From an optimization exercise on the open Yosys and OpenROAD flow, aimed at a short achievable clock period and few clock cycles; shortcuts taken in it are not production practice. Function was checked by simulation only, so behaviour that the tests miss may differ from the original. Power is estimated from default activity; no workload was simulated.

--- flow/design.v ---
package cpu_pkg;
    localparam int WORD_W    = 16;
    localparam int REG_COUNT = 16;
    localparam int IADDR_W   = 11;
    localparam int DADDR_W   = 11;
    localparam logic [2:0] OP_ADDSUB = 3'b000;
    localparam logic [2:0] OP_SLTMUL = 3'b001;
    localparam logic [2:0] OP_LW     = 3'b010;
    localparam logic [2:0] OP_SW     = 3'b011;
    localparam logic [2:0] OP_BEQ    = 3'b100;
    localparam logic [2:0] OP_J      = 3'b101;
endpackage
module cpu_control (
    input  logic [15:0] i_instr,
    output logic        o_uses_rs,
    output logic        o_uses_rt,
    output logic        o_writes,
    output logic [3:0]  o_wr_idx,
    output logic        o_load,
    output logic        o_store,
    output logic        o_mul,
    output logic        o_slt,
    output logic        o_sub,
    output logic        o_cbr,
    output logic        o_uncond
);
    logic [2:0] op;
    logic       same;
    assign op   = i_instr[15:13];
    assign same = (i_instr[12:9] == i_instr[8:5]);
    assign o_load    = (op == cpu_pkg::OP_LW);
    assign o_store   = (op == cpu_pkg::OP_SW);
    assign o_mul     = (op == cpu_pkg::OP_SLTMUL) &&  i_instr[0];
    assign o_slt     = (op == cpu_pkg::OP_SLTMUL) && !i_instr[0];
    assign o_sub     = ((op == cpu_pkg::OP_ADDSUB) && i_instr[0]) || o_slt;
    assign o_cbr     = (op == cpu_pkg::OP_BEQ) && !same;
    assign o_uncond  = (op == cpu_pkg::OP_J) || ((op == cpu_pkg::OP_BEQ) && same);
    assign o_uses_rs = (op == cpu_pkg::OP_ADDSUB) || (op == cpu_pkg::OP_SLTMUL) ||
                       o_load || o_store || o_cbr;
    assign o_uses_rt = (op == cpu_pkg::OP_ADDSUB) || (op == cpu_pkg::OP_SLTMUL) ||
                       o_store || o_cbr;
    assign o_writes  = (op == cpu_pkg::OP_ADDSUB) || (op == cpu_pkg::OP_SLTMUL) || o_load;
    assign o_wr_idx  = o_load ? i_instr[8:5] : i_instr[4:1];
endmodule
module fetch_unit #(
    parameter int N = 4
) (
    input  logic        clk,
    input  logic        rst_n,
    input  logic [10:0] i_pc,
    input  logic        i_ins,
    input  logic [10:0] i_ins_pc,
    input  logic [10:0] i_ins_tgt,
    output logic        o_hit,
    output logic [10:0] o_tgt
);
    logic [N-1:0]  valid_q;
    logic [10:0]   tag_q [N];
    logic [10:0]   tgt_q [N];
    logic [$clog2(N)-1:0] ptr_q;
    always_comb begin
        o_hit = 1'b0;
        o_tgt = '0;
        for (int i = 0; i < N; i++) begin
            if (valid_q[i] && (tag_q[i] == i_pc)) begin
                o_hit = 1'b1;
                o_tgt = o_tgt | tgt_q[i];
            end
        end
    end
    always_ff @(posedge clk or negedge rst_n) begin
        if (!rst_n) begin
            valid_q <= '0;
            ptr_q   <= '0;
        end else if (i_ins) begin
            valid_q[ptr_q] <= 1'b1;
            ptr_q          <= ptr_q + 1'b1;
        end
    end
    always_ff @(posedge clk) begin
        if (i_ins) begin
            tag_q[ptr_q] <= i_ins_pc;
            tgt_q[ptr_q] <= i_ins_tgt;
        end
    end
endmodule
module register_file (
    input  logic        clk,
    input  logic        rst_n,
    input  logic [3:0]  i_rs_idx,
    input  logic [3:0]  i_rt_idx,
    input  logic [3:0]  i_rd_idx,
    input  logic        i_we,
    input  logic [15:0] i_wdata,
    output logic [15:0] o_rs_data,
    output logic [15:0] o_rt_data
);
    logic [15:0] regs [16];
    always_ff @(posedge clk or negedge rst_n) begin
        if (!rst_n) begin
            for (int i = 0; i < 16; i++) begin
                regs[i] <= '0;
            end
        end else if (i_we) begin
            regs[i_rd_idx] <= i_wdata;
        end
    end
    assign o_rs_data = regs[i_rs_idx];
    assign o_rt_data = regs[i_rt_idx];
endmodule
module execute_unit (
    input  logic               i_sub,
    input  logic               i_slt,
    input  logic [15:0]        i_a,       
    input  logic [15:0]        i_b,
    input  logic [15:0]        i_ca,      
    input  logic [15:0]        i_cb,
    input  logic [15:0]        i_ga,      
    input  logic [15:0]        i_ma,      
    input  logic [15:0]        i_mb,
    input  logic [4:0]         i_imm,
    output logic [15:0]        o_alu,
    output logic               o_eq,
    output logic [10:0]        o_addr,
    output logic [5:0][15:0]   o_rows
);
    logic [15:0] sum;
    logic        lt;
    logic [15:0] addr_sum;
    logic [15:0] bx;
    logic [15:0] g0, p0, gc;
    logic [15:0] g1, p1, g2, p2, g3, p3, g4;
    logic [15:0] cy;
    assign bx = i_b ^ {16{i_sub}};
    assign g0 = i_a & bx;
    assign p0 = i_a ^ bx;
    always_comb begin
        gc = g0;
        gc[0] = g0[0] | (p0[0] & i_sub);
        for (int i = 0; i < 16; i++) begin
            g1[i] = (i >= 1) ? (gc[i] | (p0[i] & gc[i-1])) : gc[i];
            p1[i] = (i >= 1) ? (p0[i] & p0[i-1]) : 1'b0;
        end
        for (int i = 0; i < 16; i++) begin
            g2[i] = (i >= 2) ? (g1[i] | (p1[i] & g1[i-2])) : g1[i];
            p2[i] = (i >= 2) ? (p1[i] & p1[i-2]) : 1'b0;
        end
        for (int i = 0; i < 16; i++) begin
            g3[i] = (i >= 4) ? (g2[i] | (p2[i] & g2[i-4])) : g2[i];
            p3[i] = (i >= 4) ? (p2[i] & p2[i-4]) : 1'b0;
        end
        for (int i = 0; i < 16; i++) begin
            g4[i] = (i >= 8) ? (g3[i] | (p3[i] & g3[i-8])) : g3[i];
        end
        cy[0] = i_sub;
        for (int i = 1; i < 16; i++) begin
            cy[i] = g4[i-1];
        end
    end
    assign sum = p0 ^ cy;
    assign lt  = (i_a[15] != i_b[15]) ? i_a[15] : sum[15];
    assign o_alu = i_slt ? {15'd0, lt} : sum;
    assign o_eq  = (i_ca == i_cb);
    assign addr_sum = i_ga + {{11{i_imm[4]}}, i_imm};
    assign o_addr   = addr_sum[10:0];
    logic [15:0] pp [16];
    logic [15:0] l1 [11];
    logic [15:0] l2 [8];
    always_comb begin
        for (int i = 0; i < 16; i++) begin
            pp[i] = i_mb[i] ? (i_ma << i) : 16'd0;
        end
        for (int g = 0; g < 5; g++) begin
            l1[2*g]   = pp[3*g] ^ pp[3*g+1] ^ pp[3*g+2];
            l1[2*g+1] = ((pp[3*g] & pp[3*g+1]) | (pp[3*g] & pp[3*g+2]) | (pp[3*g+1] & pp[3*g+2])) << 1;
        end
        l1[10] = pp[15];
        for (int g = 0; g < 3; g++) begin
            l2[2*g]   = l1[3*g] ^ l1[3*g+1] ^ l1[3*g+2];
            l2[2*g+1] = ((l1[3*g] & l1[3*g+1]) | (l1[3*g] & l1[3*g+2]) | (l1[3*g+1] & l1[3*g+2])) << 1;
        end
        l2[6] = l1[9];
        l2[7] = l1[10];
        for (int g = 0; g < 2; g++) begin
            o_rows[2*g]   = l2[3*g] ^ l2[3*g+1] ^ l2[3*g+2];
            o_rows[2*g+1] = ((l2[3*g] & l2[3*g+1]) | (l2[3*g] & l2[3*g+2]) | (l2[3*g+1] & l2[3*g+2])) << 1;
        end
        o_rows[4] = l2[6];
        o_rows[5] = l2[7];
    end
endmodule
module cpu_top (
    input  logic        clk,
    input  logic        rst_n,
    input  logic [15:0] i_imem_data,
    input  logic [15:0] i_dmem_rdata,
    output logic [10:0] o_imem_addr,
    output logic [10:0] o_dmem_addr,
    output logic        o_dmem_we,
    output logic [15:0] o_dmem_wdata,
    output logic        o_io_stall
);
    logic [10:0] pc_q;
    logic [10:0] pc_inc;
    logic        fv;             
    logic [10:0] pc_d;
    logic        btb_hit;
    logic [10:0] btb_tgt;
    logic        p_q;
    logic [10:0] pnpc_q;         
    logic        ppred_q;        
    logic [5:0]  phi_p1_q;       
    logic [5:0]  phi_m1_q;       
    logic [5:0]  i_lo;
    logic        i_uncond;
    logic        i_redirect;
    logic [10:0] i_tgt;
    logic        s0_v, s1_v;
    logic [15:0] s0_i, s1_i;
    logic [10:0] s0_npc, s1_npc;
    logic        d_v;
    logic [15:0] d_i;
    logic [10:0] d_npc;
    logic        stall_q;
    logic        d_take;
    logic        d_uses_rs, d_uses_rt, d_writes, d_load, d_store, d_mul, d_slt, d_sub, d_cbr, d_uncond;
    logic [3:0]  d_wr;
    logic [3:0]  d_rs, d_rt;
    logic [15:0] rf_rs, rf_rt;
    logic [15:0] op_a, op_b;
    logic        n_v;
    logic [15:0] n_i;
    logic        n_uses_rs, n_uses_rt;
    logic        n_writes, n_load, n_store, n_mul, n_slt, n_sub, n_cbr, n_uncond;
    logic [3:0]  n_wr;
    logic        e_v, e_writes, e_load, e_store, e_mul, e_slt, e_sub, e_cbr;
    logic [3:0]  e_wr;
    logic [15:0] e_a_q, e_b_q, e_ca_q, e_cb_q, e_ga_q, e_sb_q, e_ma_q, e_mb_q;
    logic [4:0]  e_imm;
    logic [10:0] e_tgt;
    logic [15:0] e_alu;
    logic        e_eq;
    logic [10:0] e_addr;
    logic [5:0][15:0] e_rows;
    logic        flush;
    logic        m_v, m_writes, m_load, m_mul, m_we;
    logic [3:0]  m_wr;
    logic [15:0] m_res, m_wdata;
    logic [10:0] m_addr;
    logic [5:0][15:0] m_rows;
    logic [15:0] m_s, m_c;
    logic        w_writes, w_load, w_mul;
    logic [3:0]  w_wr;
    logic [15:0] w_res, w_s, w_c;
    logic [15:0] w_prod;
    logic [15:0] w_val;
    logic        x_writes;
    logic [3:0]  x_wr;
    logic [15:0] x_val;
    assign o_imem_addr = pc_q;
    assign pc_inc      = pc_q + 11'd1;
    assign fv = !(s0_v && (s1_v || p_q));
    fetch_unit #(.N(4)) u_btb (
        .clk       (clk),
        .rst_n     (rst_n),
        .i_pc      (pc_q),
        .i_ins     (p_q && i_uncond && !ppred_q),
        .i_ins_pc  (pnpc_q - 11'd1),
        .i_ins_tgt (i_tgt),
        .o_hit     (btb_hit),
        .o_tgt     (btb_tgt)
    );
    always_comb begin
        if (flush)           pc_d = e_tgt;
        else if (i_redirect) pc_d = i_tgt;
        else if (!fv)        pc_d = pc_q;
        else if (btb_hit)    pc_d = btb_tgt;
        else                 pc_d = pc_inc;
    end
    always_ff @(posedge clk or negedge rst_n) begin
        if (!rst_n) begin
            pc_q     <= '0;
            p_q      <= 1'b0;
            pnpc_q   <= '0;
            ppred_q  <= 1'b0;
            phi_p1_q <= 6'd1;
            phi_m1_q <= 6'h3f;
        end else begin
            pc_q     <= pc_d;
            p_q      <= fv && !flush && !i_redirect;
            pnpc_q   <= pc_inc;
            ppred_q  <= btb_hit;
            phi_p1_q <= pc_inc[10:5] + 6'd1;
            phi_m1_q <= pc_inc[10:5] - 6'd1;
        end
    end
    assign i_uncond   = (i_imem_data[15:13] == cpu_pkg::OP_J) ||
                        ((i_imem_data[15:13] == cpu_pkg::OP_BEQ) && (i_imem_data[12:9] == i_imem_data[8:5]));
    assign i_lo       = {1'b0, pnpc_q[4:0]} + {1'b0, i_imem_data[4:0]};
    assign i_tgt      = (i_imem_data[15:13] == cpu_pkg::OP_J) ? i_imem_data[11:1] :
                        {(i_imem_data[4] == i_lo[5]) ? pnpc_q[10:5] :
                         (i_lo[5] ? phi_p1_q : phi_m1_q), i_lo[4:0]};
    assign i_redirect = p_q && i_uncond && !ppred_q && !flush;
    assign d_take = !stall_q;
    always_ff @(posedge clk or negedge rst_n) begin
        if (!rst_n) begin
            s0_v <= 1'b0;
            s1_v <= 1'b0;
            d_v  <= 1'b0;
        end else if (flush) begin
            s0_v <= 1'b0;
            s1_v <= 1'b0;
            d_v  <= 1'b0;
        end else if (d_take) begin
            if (s0_v) begin
                d_v  <= 1'b1;
                s0_v <= s1_v || p_q;
                s1_v <= s1_v && p_q;
            end else begin
                d_v  <= p_q;
            end
        end else begin
            if (!s0_v)      s0_v <= p_q;
            else if (!s1_v) s1_v <= p_q;
        end
    end
    always_ff @(posedge clk) begin
        if (d_take) begin
            if (s0_v) begin
                d_i    <= s0_i;
                d_npc  <= s0_npc;
                if (s1_v) begin
                    s0_i   <= s1_i;
                    s0_npc <= s1_npc;
                    s1_i   <= i_imem_data;
                    s1_npc <= pnpc_q;
                end else begin
                    s0_i   <= i_imem_data;
                    s0_npc <= pnpc_q;
                end
            end else begin
                d_i   <= i_imem_data;
                d_npc <= pnpc_q;
            end
        end else begin
            if (!s0_v) begin
                s0_i   <= i_imem_data;
                s0_npc <= pnpc_q;
            end else if (!s1_v) begin
                s1_i   <= i_imem_data;
                s1_npc <= pnpc_q;
            end
        end
    end
    assign n_v = s0_v || p_q;
    assign n_i = s0_v ? s0_i : i_imem_data;
    cpu_control u_ndec (
        .i_instr   (n_i),
        .o_uses_rs (n_uses_rs),
        .o_uses_rt (n_uses_rt),
        .o_writes  (n_writes),
        .o_wr_idx  (n_wr),
        .o_load    (n_load),
        .o_store   (n_store),
        .o_mul     (n_mul),
        .o_slt     (n_slt),
        .o_sub     (n_sub),
        .o_cbr     (n_cbr),
        .o_uncond  (n_uncond)
    );
    logic d_lm, e_lm;
    logic hz_take, hz_hold;
    assign d_lm = d_v && d_writes && (d_load || d_mul);
    assign e_lm = e_writes && (e_load || e_mul);
    assign hz_take = n_v && ((n_uses_rs && ((d_lm && (d_wr == n_i[12:9])) || (e_lm && (e_wr == n_i[12:9])))) ||
                             (n_uses_rt && ((d_lm && (d_wr == n_i[8:5]))  || (e_lm && (e_wr == n_i[8:5])))));
    assign hz_hold = d_v && ((d_uses_rs && e_lm && (e_wr == d_rs)) ||
                             (d_uses_rt && e_lm && (e_wr == d_rt)));
    always_ff @(posedge clk or negedge rst_n) begin
        if (!rst_n) begin
            stall_q <= 1'b0;
        end else begin
            stall_q <= !flush && (d_take ? hz_take : hz_hold);
        end
    end
    assign d_rs = d_i[12:9];
    assign d_rt = d_i[8:5];
    cpu_control u_dec (
        .i_instr   (d_i),
        .o_uses_rs (d_uses_rs),
        .o_uses_rt (d_uses_rt),
        .o_writes  (d_writes),
        .o_wr_idx  (d_wr),
        .o_load    (d_load),
        .o_store   (d_store),
        .o_mul     (d_mul),
        .o_slt     (d_slt),
        .o_sub     (d_sub),
        .o_cbr     (d_cbr),
        .o_uncond  (d_uncond)
    );
    register_file u_regfile (
        .clk       (clk),
        .rst_n     (rst_n),
        .i_rs_idx  (d_rs),
        .i_rt_idx  (d_rt),
        .i_rd_idx  (x_wr),
        .i_we      (x_writes),
        .i_wdata   (x_val),
        .o_rs_data (rf_rs),
        .o_rt_data (rf_rt)
    );
    logic ha_e, ha_m, ha_w, ha_x, hb_e, hb_m, hb_w, hb_x;
    logic sa_e, sa_m, sa_w, sa_x, sa_r, sb_e, sb_m, sb_w, sb_x, sb_r;
    assign ha_e = e_writes && (e_wr == d_rs);
    assign ha_m = m_writes && (m_wr == d_rs);
    assign ha_w = w_writes && (w_wr == d_rs);
    assign ha_x = x_writes && (x_wr == d_rs);
    assign hb_e = e_writes && (e_wr == d_rt);
    assign hb_m = m_writes && (m_wr == d_rt);
    assign hb_w = w_writes && (w_wr == d_rt);
    assign hb_x = x_writes && (x_wr == d_rt);
    assign sa_e = ha_e;
    assign sa_m = !ha_e && ha_m;
    assign sa_w = !ha_e && !ha_m && ha_w;
    assign sa_x = !ha_e && !ha_m && !ha_w && ha_x;
    assign sa_r = !ha_e && !ha_m && !ha_w && !ha_x;
    assign sb_e = hb_e;
    assign sb_m = !hb_e && hb_m;
    assign sb_w = !hb_e && !hb_m && hb_w;
    assign sb_x = !hb_e && !hb_m && !hb_w && hb_x;
    assign sb_r = !hb_e && !hb_m && !hb_w && !hb_x;
    assign op_a = ({16{sa_e}} & e_alu) | ({16{sa_m}} & m_res) | ({16{sa_w}} & w_val) |
                  ({16{sa_x}} & x_val) | ({16{sa_r}} & rf_rs);
    assign op_b = ({16{sb_e}} & e_alu) | ({16{sb_m}} & m_res) | ({16{sb_w}} & w_val) |
                  ({16{sb_x}} & x_val) | ({16{sb_r}} & rf_rt);
    logic d_issue;
    assign d_issue = d_v && !stall_q && !flush;
    always_ff @(posedge clk or negedge rst_n) begin
        if (!rst_n) begin
            e_v      <= 1'b0;
            e_writes <= 1'b0;
            e_store  <= 1'b0;
            e_cbr    <= 1'b0;
        end else begin
            e_v      <= d_issue;
            e_writes <= d_issue && d_writes;
            e_store  <= d_issue && d_store;
            e_cbr    <= d_issue && d_cbr;
        end
    end
    always_ff @(posedge clk) begin
        e_load <= d_load;
        e_mul  <= d_mul;
        e_slt  <= d_slt;
        e_sub  <= d_sub;
        e_wr   <= d_wr;
        e_imm  <= d_i[4:0];
        e_tgt  <= d_npc + {{6{d_i[4]}}, d_i[4:0]};
        e_a_q  <= op_a;
        e_b_q  <= op_b;
        e_ca_q <= d_cbr ? op_a : 16'd0;
        e_cb_q <= d_cbr ? op_b : 16'd0;
        e_ga_q <= (d_load || d_store) ? op_a : 16'd0;
        e_sb_q <= d_store ? op_b : 16'd0;
        e_ma_q <= d_mul ? op_a : 16'd0;
        e_mb_q <= d_mul ? op_b : 16'd0;
    end
    execute_unit u_execute (
        .i_sub  (e_sub),
        .i_slt  (e_slt),
        .i_a    (e_a_q),
        .i_b    (e_b_q),
        .i_ca   (e_ca_q),
        .i_cb   (e_cb_q),
        .i_ga   (e_ga_q),
        .i_ma   (e_ma_q),
        .i_mb   (e_mb_q),
        .i_imm  (e_imm),
        .o_alu  (e_alu),
        .o_eq   (e_eq),
        .o_addr (e_addr),
        .o_rows (e_rows)
    );
    assign flush = e_cbr && e_eq;
    always_ff @(posedge clk or negedge rst_n) begin
        if (!rst_n) begin
            m_v      <= 1'b0;
            m_writes <= 1'b0;
            m_we     <= 1'b0;
        end else begin
            m_v      <= e_v;
            m_writes <= e_writes;
            m_we     <= e_store;
        end
    end
    always_ff @(posedge clk) begin
        m_load  <= e_load;
        m_mul   <= e_mul;
        m_wr    <= e_wr;
        m_res   <= e_alu;
        m_addr  <= e_addr;
        m_wdata <= e_sb_q;
        m_rows  <= e_rows;
    end
    assign o_dmem_addr  = m_addr;
    assign o_dmem_we    = m_we;
    assign o_dmem_wdata = m_wdata;
    assign o_io_stall   = !m_v;
    logic [15:0] l3 [4];
    logic [15:0] l4 [3];
    always_comb begin
        for (int g = 0; g < 2; g++) begin
            l3[2*g]   = m_rows[3*g] ^ m_rows[3*g+1] ^ m_rows[3*g+2];
            l3[2*g+1] = ((m_rows[3*g] & m_rows[3*g+1]) | (m_rows[3*g] & m_rows[3*g+2]) |
                         (m_rows[3*g+1] & m_rows[3*g+2])) << 1;
        end
        l4[0] = l3[0] ^ l3[1] ^ l3[2];
        l4[1] = ((l3[0] & l3[1]) | (l3[0] & l3[2]) | (l3[1] & l3[2])) << 1;
        l4[2] = l3[3];
        m_s   = l4[0] ^ l4[1] ^ l4[2];
        m_c   = ((l4[0] & l4[1]) | (l4[0] & l4[2]) | (l4[1] & l4[2])) << 1;
    end
    always_ff @(posedge clk or negedge rst_n) begin
        if (!rst_n) begin
            w_writes <= 1'b0;
        end else begin
            w_writes <= m_writes;
        end
    end
    always_ff @(posedge clk) begin
        w_load <= m_load;
        w_mul  <= m_mul;
        w_wr   <= m_wr;
        w_res  <= m_res;
        w_s    <= m_s;
        w_c    <= m_c;
    end
    assign w_prod = w_s + w_c;
    assign w_val  = w_load ? i_dmem_rdata : (w_mul ? w_prod : w_res);
    always_ff @(posedge clk or negedge rst_n) begin
        if (!rst_n) begin
            x_writes <= 1'b0;
        end else begin
            x_writes <= w_writes;
        end
    end
    always_ff @(posedge clk) begin
        x_wr  <= w_wr;
        x_val <= w_val;
    end
endmodule
--- flow/run.sh ---
#!/bin/bash
# synth_recipe.tcl (not shown) runs the flow's synth.tcl, then flattens the netlist and writes it again
# the make line also repeats each setting of config.mk as NAME=value (left out here)
make -C /OpenROAD-flow-scripts/flow DESIGN_CONFIG=/design/flow/config.mk WORK_HOME=/design/flow/orfs CLKGATE_MAP_FILE= SYNTH_SCRIPT=/design/flow/synth_recipe.tcl finish
--- flow/config.mk ---
export PLATFORM = sky130hd
export DESIGN_NAME = cpu_top
export DESIGN_NICKNAME = cpu_top
export VERILOG_FILES = /design/flow/design.v
export SDC_FILE = /design/flow/constraint.sdc
export NUM_CORES = 4
export LEC_CHECK = 0
export ABC_CLOCK_PERIOD_IN_PS = 2000
export CAP_MARGIN = 20
export CORE_MARGIN = 2
export CORE_UTILIZATION = 40
export SETUP_SLACK_MARGIN = 3.4
export SLEW_MARGIN = 20
export TNS_END_PERCENT = 100
--- flow/constraint.sdc ---
create_clock -name core_clock -period 5.5 [get_ports {clk}]
set_input_delay 1.1000 -clock core_clock [delete_from_list [all_inputs] [get_ports {clk}]]
set_output_delay 1.1000 -clock core_clock [all_outputs]
set_load 0.01 [all_outputs]
==> flow_summary.yaml <==
run_status:
  status: "no timing/DRC/antenna violations"
yosys:
  ys_seq_area_share_pct: 48.2
  yosys-top-cells-count: "mux2_2, dfxtp_1, dfrtp_1, nand2_1, nor2_1"
  muxShareOfSynthArea_pct: 11.2
  synth_top_family_by_area: "compound AO/OA/AOI/OAI gates"
  synth.area.top_cells: "dfrtp_1, dfxtp_1, edfxtp_1"
  syn_inst: 3536
  yosys.area.top_type: "dfrtp_1"
  yosysWarnings: 10
  synthArstFlopShare_pct: 39.3
  synthSimpleGateAreaFrac_pct: 11.7
  ys_types: 99
  synth_area_sq_um: 39500
  synth_fa_ha_area_share_pct: 7.28
  synth_ff_type: "dfxtp_1"
  synth_most_common_cell: "mux2_2"
  ys_ff_latch: 788
  synth_top_area_share_pct: 19.3
  syn_avg_cell_area_sq_um: 11.2
  synth_compound_area_share_pct: 12.5
  synth-edff-count: 169
  synth_xor_area_share_pct: 4.90
  mappedNetlistNets: 3747
placement:
  dpl.hpwl_um: 87800
  placedCellCount: 4748
  post-place-ws_ns: 1.50
  place.gp.congestion: 0.979
  placed_cell_area_sq_um: 42300
  port_buffers: 73
sta:
  worst_pin_slew_ns: 1.00
  final.period_utilization_pct: 54.0
  finClkSkew_ns: 0.0277
  rsz0062_at_grt: "yes"
  hold_ws_ns: 0.324
  fmax_mhz: 337
  worst_slack_ns: 2.53
  setup_viol: 0
  fin_setup_tns_ns: 0
  slew_headroom_pct: 32.3
  period_needed_ns: 2.97
  slew_violations: 0
  hold_violations: 0
die:
  ios: 74
  fp.dieArea_sq_um: 101000
  die_w_um: 318
  placementRows: 115
  core_sq_um: 98100
  start_util_pct: 40.3
  die_h_um: 318
power:
  ir_worst_vdd_mv: 0.320
  power.density_nw_per_um2: 596
  p_leak_nw: 21.7
clocking:
  clk_pin_slew_worst_paths_ns: 0.06
  clock-sinks: 788
  cts_max_path_buffers: 3
  clock_tree.root_cell: "clkbuf_16"
  cts_tree: "built"
  h-tree-depth: 3
  insertion_delay_ns: 0.68
  cts_made_buffers: 89
route:
  vias_per_cell: 6.03
  drtAntennaViolNets: 0
  num_vias: 31994
  wl_um: 145000
  firstDrtPassIters: 8
  wl_per_cell_um: 27.2
  drc: 0
  drt_iter0_drc: 4435
min_path:
  hp-class: "reg2reg"
finish:
  syn_to_final_growth_pct: 32.5
  fin_cells: 5306
  design_area_sq_um: 52300
  fin_nets: 4153
  drive_above_1_share_pct: 39.6
  multi_input_area_sq_um: 22200
  fill_cells: 8208
  ff_latch_area_sq_um: 19200
setup_path:
  critical_path.max_fanout: 14
  worstSetupEndpointType: "register"
  cp.required_ns: 6.04
  cp.arrival_ns: 3.52
  cp-start-kind: "register"
  critPathKind: "reg2reg"
global_route:
  grt_max_degree: 93
  antenna_found_initial: 5
  grt_pass1_wl_um: 209000
  grt_pass1_vias: 31407
  grt.overflow.total: 0
  grt.total_usage_pct: 27.5
job:
  maxCapViolCount: 0
[what timing repair did]
action                                  CTS  global route
endpoints found under the setup margin  663           405
hold buffers                              0             0
buffers inserted                        277            87
gates cloned                             21             5
resized for setup                       825           255
pin swaps                               195           151
[state kept, by name (all words and copies together), names as in the netlist, 44 cells and up]
name            cells
u_btb.tgt_q        44
u_regfile.regs    256
m_rows             46
u_btb.tag_q        44
[critical path, cell delays in order, from the launching register on]
cell and delay [ns]:
edfxtp_1 0.46, buf_6 0.19, buf_12 0.16, nor2b_1 0.15, buf_6 0.18, a32o_1 0.27, a221o_1 0.26, a211o_1 0.37
a221o_1 0.40, a221oi_4 0.29, nor2_1 0.09
[routing by layer]
metal  part of all wire [%]  global-route usage [%]  vias up
met3                     11                    7.50      593
met5                  0.011                       0        -
met2                     44                    41.8     1994
li1                       -                       -    13559
met1                     39                    36.0    15846
met4                    6.0                    13.9        2
[metrics by stage]
stage | total power [mW] | util, %
final | 31.2 | 53.3
after global routing | 32.2 | 53.3
after CTS | 29.5 | 51.5
after floorplan | 16.1 | -
after global placement | 19.9 | 43.1
after detailed placement | 20.0 | 43.1
[path summary, 6_finish.rpt]
kind | end | depth (start not counted) | slack [ns] | start
min reg2reg | m_wdata[6]$_DFF_P_ | 0 | 0.32 | e_sb_q[6]$_SDFF_PN0_
min in group asynchronous | u_regfile.regs[0][2]$_DFFE_PN0P_ | 1 | 0.41 | rst_n
max | e_ca_q[14]$_SDFF_PN0_ | 10 | 2.53 | d_i[12]$_DFFE_PN_
max in group asynchronous | u_regfile.regs[11][12]$_DFFE_PN0P_ | 2 | 3.88 | rst_n
max reg2reg | e_ca_q[14]$_SDFF_PN0_ | 10 | 2.53 | d_i[12]$_DFFE_PN_
min | m_wdata[6]$_DFF_P_ | 0 | 0.32 | e_sb_q[6]$_SDFF_PN0_
[cell families after synthesis]
kind of cell | after synthesis
AND/OR/NAND/NOR | 875
flip-flops | 788
AO/OA/AOI/OAI | 672
buffers and inverters | 407
multiplexers | 396
XOR/XNOR | 221
adder cells (fa/ha/maj) | 177
[layout by cell type (no fill, tap or decap), drive strengths merged, types with 32 or more instances in the layout]
cell type  synthesis  final
mux2             323    323
a211oi            62     62
a32oi             32     32
nor3              56     57
a22oi             85     85
o21ai            117    118
fa                88     88
a22o              33     33
nor2b             45     45
edfxtp           169    169
nand2            207    207
xor2              62     62
clkbuf           130    141
inv              183    185
ha                89     89
a21oi             98     98
xnor2            159    159
nand4             37     37
dfxtp            309    309
nor2             202    204
nand3             44     44
buf               93    495
mux2i             70     70
and2             117    124
dfrtp            304    304
[where the power goes]
group,internal [mW],switching (mW)
registers,8.06,2.14
logic,6.58,8.10
clock network,3.77,2.55
[layout make-up]
cell class / instances / share of cell area (%)
multi-input cells: 2353 / 42.4
flip-flops and latches: 788 / 36.6
repair buffers: 526 / 10.6
clock buffers: 134 / 5.19
well taps: 1287 / 3.08
inverters: 184 / 1.37
clock inverters: 32 / 0.794
diodes: 2 / 0.00956
Testbench counts, summed over its fixed seeds: cycles 29,510.

-- what the ideal ports hide --
The flow's constraints put no driver on any port. The routed layout listed below was extracted and timed again, unchanged, in two steps. Step 1 (the two cells are an assumption about what drives the block):
set clk [get_ports {clk}]
set_driving_cell -lib_cell sky130_fd_sc_hd__clkbuf_16 $clk
set_driving_cell -lib_cell sky130_fd_sc_hd__buf_2 [delete_from_list [all_inputs] $clk]
Step 2 times the ports against the registers' clock, not the clock port: input delays grow and output delays shrink by t, the midpoint of the rising clock arrivals with the driver on. Slacks: ideal ports / drivers / drivers and shift; pairs: ideal ports / drivers.
shift t [ns]: 0.744
setup WS [ns]: 2.529 / 2.529 / 2.367
clock arrival spread, ns: 0.031 / 0.032
worst slew at a driven data input, ns: 0.05
After both steps setup and hold are still met in this run. For this run, drivers alone change the setup slack by 0.000 ns; drivers and shift together by -0.162 ns.
